This design comes from an exercise in tuning for small area and a short achievable clock period on the open sky130 flow, not from production work.
In this exercise RTL edits were held to simulation tests only and were not proved equivalent to the original.
Power and IR drop assume default switching activity.

Design fft_test_core, start of the top module:
module fft_test_core #(
  localparam int IW = 12,
  localparam int OW = 19,
  localparam int AW = 43
) (
  input  logic                 aclk,
  input  logic                 aresetn,
  input  logic [IW-1:0]        input_data_ch1,
  output logic signed [OW-1:0] fft_real,
  output logic signed [OW-1:0] fft_imag,
  output logic [AW-1:0]        amp,
  output logic                 fft_out_valid
);
clock: 16.0 ns
lec_check: 0
abc_area: 1
cap_margin: 20
core_margin: 2
core_utilization: 55
slew_margin: 20
synth_hierarchical: 1
synth_minimum_keep_size: 0
standard.sh (not shown) runs the stock make flow with config.mk's settings and CLKGATE_MAP_FILE= SYNTH_SCRIPT=/design/flow/synth_recipe.tcl, a recipe that flattens the netlist after the stock synthesis.
==> flow/flow/run.sh <==
#!/bin/bash
# The standard ORFS layout, with repair_timing aiming for a larger setup slack
# (the clock and constraints stay the design's) and a clock tree without dummy loads.
# Make's full output goes to make.log.
set -euo pipefail
export CTS_ARGS="-sink_clustering_enable -repair_clock_nets -dont_use_dummy_load -sink_clustering_size 25 -sink_clustering_max_diameter 70"
bash standard.sh SETUP_SLACK_MARGIN=${MARGIN:-11.5} finish > make.log 2>&1
Then changed:
PLACE_DENSITY = 0.5   (was default)
=>
- routed wire length is about the same
- worst hold slack gets better by 20 ps
- sequential power barely changes
- clock-buffer cell count shrinks by 3
- total power falls by 0.38%
- worst setup slack got worse by 33 ps
- core utilization barely changes
- global-route usage hardly moves
- final area barely changes
Then changed:
PLACE_DENSITY = 0.7   (was 0.5)
Effect: Routed wire length is higher by 1.9%. Synthesized area does not change. Sequential cell count stays the same. Non-clock buffer count is higher by 17. Setup slack gains 24 ps. Final area is higher by 0.37%. Power barely changes. Hold slack loses 18 ps.
Then changed:
==> flow/flow/run.sh (replaced) <==
#!/bin/bash
# The standard ORFS layout, with repair_timing aiming for a larger setup slack
# (the clock and constraints stay the design's) and a clock tree without dummy loads.
# Make's full output goes to make.log.
set -euo pipefail
export CTS_ARGS="-sink_clustering_enable -repair_clock_nets -dont_use_dummy_load -sink_clustering_size 20 -sink_clustering_max_diameter 60"
bash standard.sh SETUP_SLACK_MARGIN=${MARGIN:-11.5} finish > make.log 2>&1
ABC_AREA = default   (was 1)
PLACE_DENSITY = default   (was 0.7)
Effect: Final cell count came out lower by 4.4%; cell area went up by 3.3%; non-clock buffer count rises by 125.


== job 1708 ==
Starting RTL as in the previous note.
==> flow/config.mk <==
export PLATFORM = sky130hd
export DESIGN_NAME = fft_test_core
export DESIGN_NICKNAME = fft_test_core
export VERILOG_FILES = /design/flow/design.v
export SDC_FILE = /design/flow/constraint.sdc
export NUM_CORES = 8
export LEC_CHECK = 0
export CAP_MARGIN = 20
export CORE_MARGIN = 2
export CORE_UTILIZATION = 55
export SLEW_MARGIN = 20
export SYNTH_HIERARCHICAL = 1
export SYNTH_MINIMUM_KEEP_SIZE = 0
==> flow/constraint.sdc <==
create_clock -name core_clock -period 16.0 [get_ports {aclk}]
set_input_delay 3.2000 -clock core_clock [delete_from_list [all_inputs] [get_ports {aclk}]]
set_output_delay 3.2000 -clock core_clock [all_outputs]
set_load 0.01 [all_outputs]
==> flow/flow/run.sh <==
#!/bin/bash
# The standard ORFS layout, with repair_timing aiming for a larger setup slack
# (the clock and constraints stay the design's) and a clock tree without dummy loads.
# Make's full output goes to make.log.
set -euo pipefail
export CTS_ARGS="-sink_clustering_enable -repair_clock_nets -dont_use_dummy_load -sink_clustering_size 25 -sink_clustering_max_diameter 70"
bash standard.sh SETUP_SLACK_MARGIN=${MARGIN:-11.5} finish > make.log 2>&1
Changes in job 7324 relative to job 1708:
==> flow/flow/run.sh <==
#!/bin/bash
# The standard ORFS layout, with repair_timing aiming for a larger setup slack
# (the clock and constraints stay the design's) and a clock tree without dummy loads.
# Make's full output goes to make.log.
set -euo pipefail
export CTS_ARGS="-sink_clustering_enable -repair_clock_nets -dont_use_dummy_load -sink_clustering_size 25 -sink_clustering_max_diameter 70"
bash standard.sh SETUP_SLACK_MARGIN=${MARGIN:-11.4} finish > make.log 2>&1
-- flow/config.mk --
<<< job 1708, line 6
export NUM_CORES = 8
export LEC_CHECK = 0
export CAP_MARGIN = 20
export CORE_MARGIN = 2
>>> job 7324, line 6
export NUM_CORES = 8
export LEC_CHECK = 0
export ABC_AREA = 1
export CAP_MARGIN = 20
export CORE_MARGIN = 2
Notes after the runs:
Final setup slack of the worst path: lower on job 1708
On clock power, job 1708 tracks job 7324 almost exactly.
Min count of buffers added by post-CTS timing repair for setup across job 7324 and job 1708: job 7324
Taking job 1708 as the reference, in job 7324 total power per unit cell area grew by 3.5 nW/µm²; final HPWL from detailed placement up 10%.
Re tap cell count: job 7324 and job 1708 aren't equal, and the lower value belongs to job 7324.
Cmp job 7324 and job 1708 / post-synthesis instance area / lower: job 7324
Compared with job 1708, in job 7324 post-synthesis adder-cell area fraction higher; final area saw a decrease; overall power consumption was more or less identical; proportion of cell area occupied by registers went up.
A timing endpoint of the critical path of amp[2] is what job 7324 shows, while fft_imag[18] belongs to job 1708.
> inputs changed (job 7324 -> job 2422)
==> flow/flow/run.sh <==
#!/bin/bash
# The standard ORFS layout, with repair_timing aiming for a larger setup slack
# (the clock and constraints stay the design's) and a clock tree without dummy loads.
# Make's full output goes to make.log.
set -euo pipefail
export CTS_ARGS="-sink_clustering_enable -repair_clock_nets -dont_use_dummy_load -sink_clustering_size 25 -sink_clustering_max_diameter 70"
bash standard.sh SETUP_SLACK_MARGIN=${MARGIN:-11.5} finish > make.log 2>&1
-- flow/config.mk --
<<< job 7324, line 6
export NUM_CORES = 8
export LEC_CHECK = 0
export ABC_AREA = 1
export CAP_MARGIN = 20
export CORE_MARGIN = 2
export CORE_UTILIZATION = 55
export SLEW_MARGIN = 20
export SYNTH_HIERARCHICAL = 1
>>> job 2422, line 6
export NUM_CORES = 8
export LEC_CHECK = 0
export CAP_MARGIN = 20
export CORE_MARGIN = 2
export CORE_UTILIZATION = 50
export SLEW_MARGIN = 20
export SYNTH_HIERARCHICAL = 1
Findings:
Comparing job 2422 and job 7324, the lower multi-input combinational area share was measured on job 7324. The minimum clock period of job 2422 was superior to that of job 7324. Measured against job 2422, the global placer's final weighted congestion of job 7324 comes out at 1.07 times the reference value. Job 2422 vs job 7324, largest family of logic cells by synthesized area: compound AO/OA/AOI/OAI gates vs adder cells. STATUS setup slack: job 2422 wins against job 7324. Re routed via count divided by cell count: job 2422 is about 0.7% down on job 7324. NOTE largest net degree at the start of global routing job 7324->job 2422 increased by a few percent. Compared with job 7324, in job 2422 register cell area after layout held; total power after layout held.
The inputs of job 7225 differ from those of job 2422 as listed below.
==> flow/flow/run.sh <==
#!/bin/bash
# The standard ORFS layout, with repair_timing aiming for a larger setup slack
# (the clock and constraints stay the design's) and a clock tree without dummy loads.
# Make's full output goes to make.log.
set -euo pipefail
export CTS_ARGS="-sink_clustering_enable -repair_clock_nets -dont_use_dummy_load -sink_clustering_size 25 -sink_clustering_max_diameter 70"
bash standard.sh SETUP_SLACK_MARGIN=${MARGIN:-11.65} finish > make.log 2>&1
-- flow/config.mk --
<<< job 2422, line 8
export CAP_MARGIN = 20
export CORE_MARGIN = 2
export CORE_UTILIZATION = 50
export SLEW_MARGIN = 20
export SYNTH_HIERARCHICAL = 1
>>> job 7225, line 8
export CAP_MARGIN = 20
export CORE_MARGIN = 2
export CORE_UTILIZATION = 55
export SLEW_MARGIN = 20
export SYNTH_HIERARCHICAL = 1
==> comparison <==
Compared with job 2422, in job 7225 signal arrival time at the worst endpoint shows an increase of 0.03 ns; part of the total power dissipated in sequential elements shows no meaningful change; summed area of non-filler cells in the final layout shows an increase of about 2%; via count of the first global-routing pass shows an increase of 784; minimum clock period shows an increase of 0.029 ns. As of job 7225, via count had risen slightly compared to job 2422.

==> static timing again, ports no longer ideal <==
No port has a modelled driver above. Below, the same layouts with a new extraction and two added sets of constraints. Step 1 sets driving cells, clkbuf_16 on the clock port and buf_2 on the other inputs (assumed; they add their load-dependent delay and slew). Step 2 adds t to the input delays and takes it off the output delays; t is the mean of the earliest and latest rising clock arrival at the registers after step 1. Input paths then give back, and output paths get back, about the clock's delay inside the block. Slacks: ideal / step 1 / step 2; pairs: ideal / step 1.
| run | t (ns) | setup WS [ns] | worst register clock-pin slew, ns | pins driven straight from the clock port |
|---|---|---|---|---|
| the first run of note 1 | 0.883 | 11.440 / 11.359 / 11.311 | 0.10 / 0.10 | 1 |
| the second run of note 1 | 0.892 | 11.408 / 11.317 / 11.397 | 0.10 / 0.10 | 1 |
| the third run of note 1 | 0.894 | 11.431 / 11.343 / 11.450 | 0.10 / 0.10 | 1 |
| the fourth run of note 1 | 0.883 | 11.408 / 11.314 / 11.519 | 0.08 / 0.08 | 1 |
| job 1708 | 0.883 | 11.410 / 11.322 / 11.527 | 0.10 / 0.10 | 1 |
| job 7324 | 0.880 | 11.452 / 11.358 / 11.309 | 0.10 / 0.10 | 1 |
| job 2422 | 0.863 | 11.460 / 11.376 / 11.426 | 0.10 / 0.10 | 1 |
| job 7225 | 0.858 | 11.432 / 11.350 / 11.447 | 0.10 / 0.10 | 1 |
After both steps every run listed still meets setup and hold. The setup slack of job 7324, which loses most, moves by -0.094 ns with the drivers and by -0.143 ns with both steps. The worst setup slack also covers recovery checks on asynchronous resets.
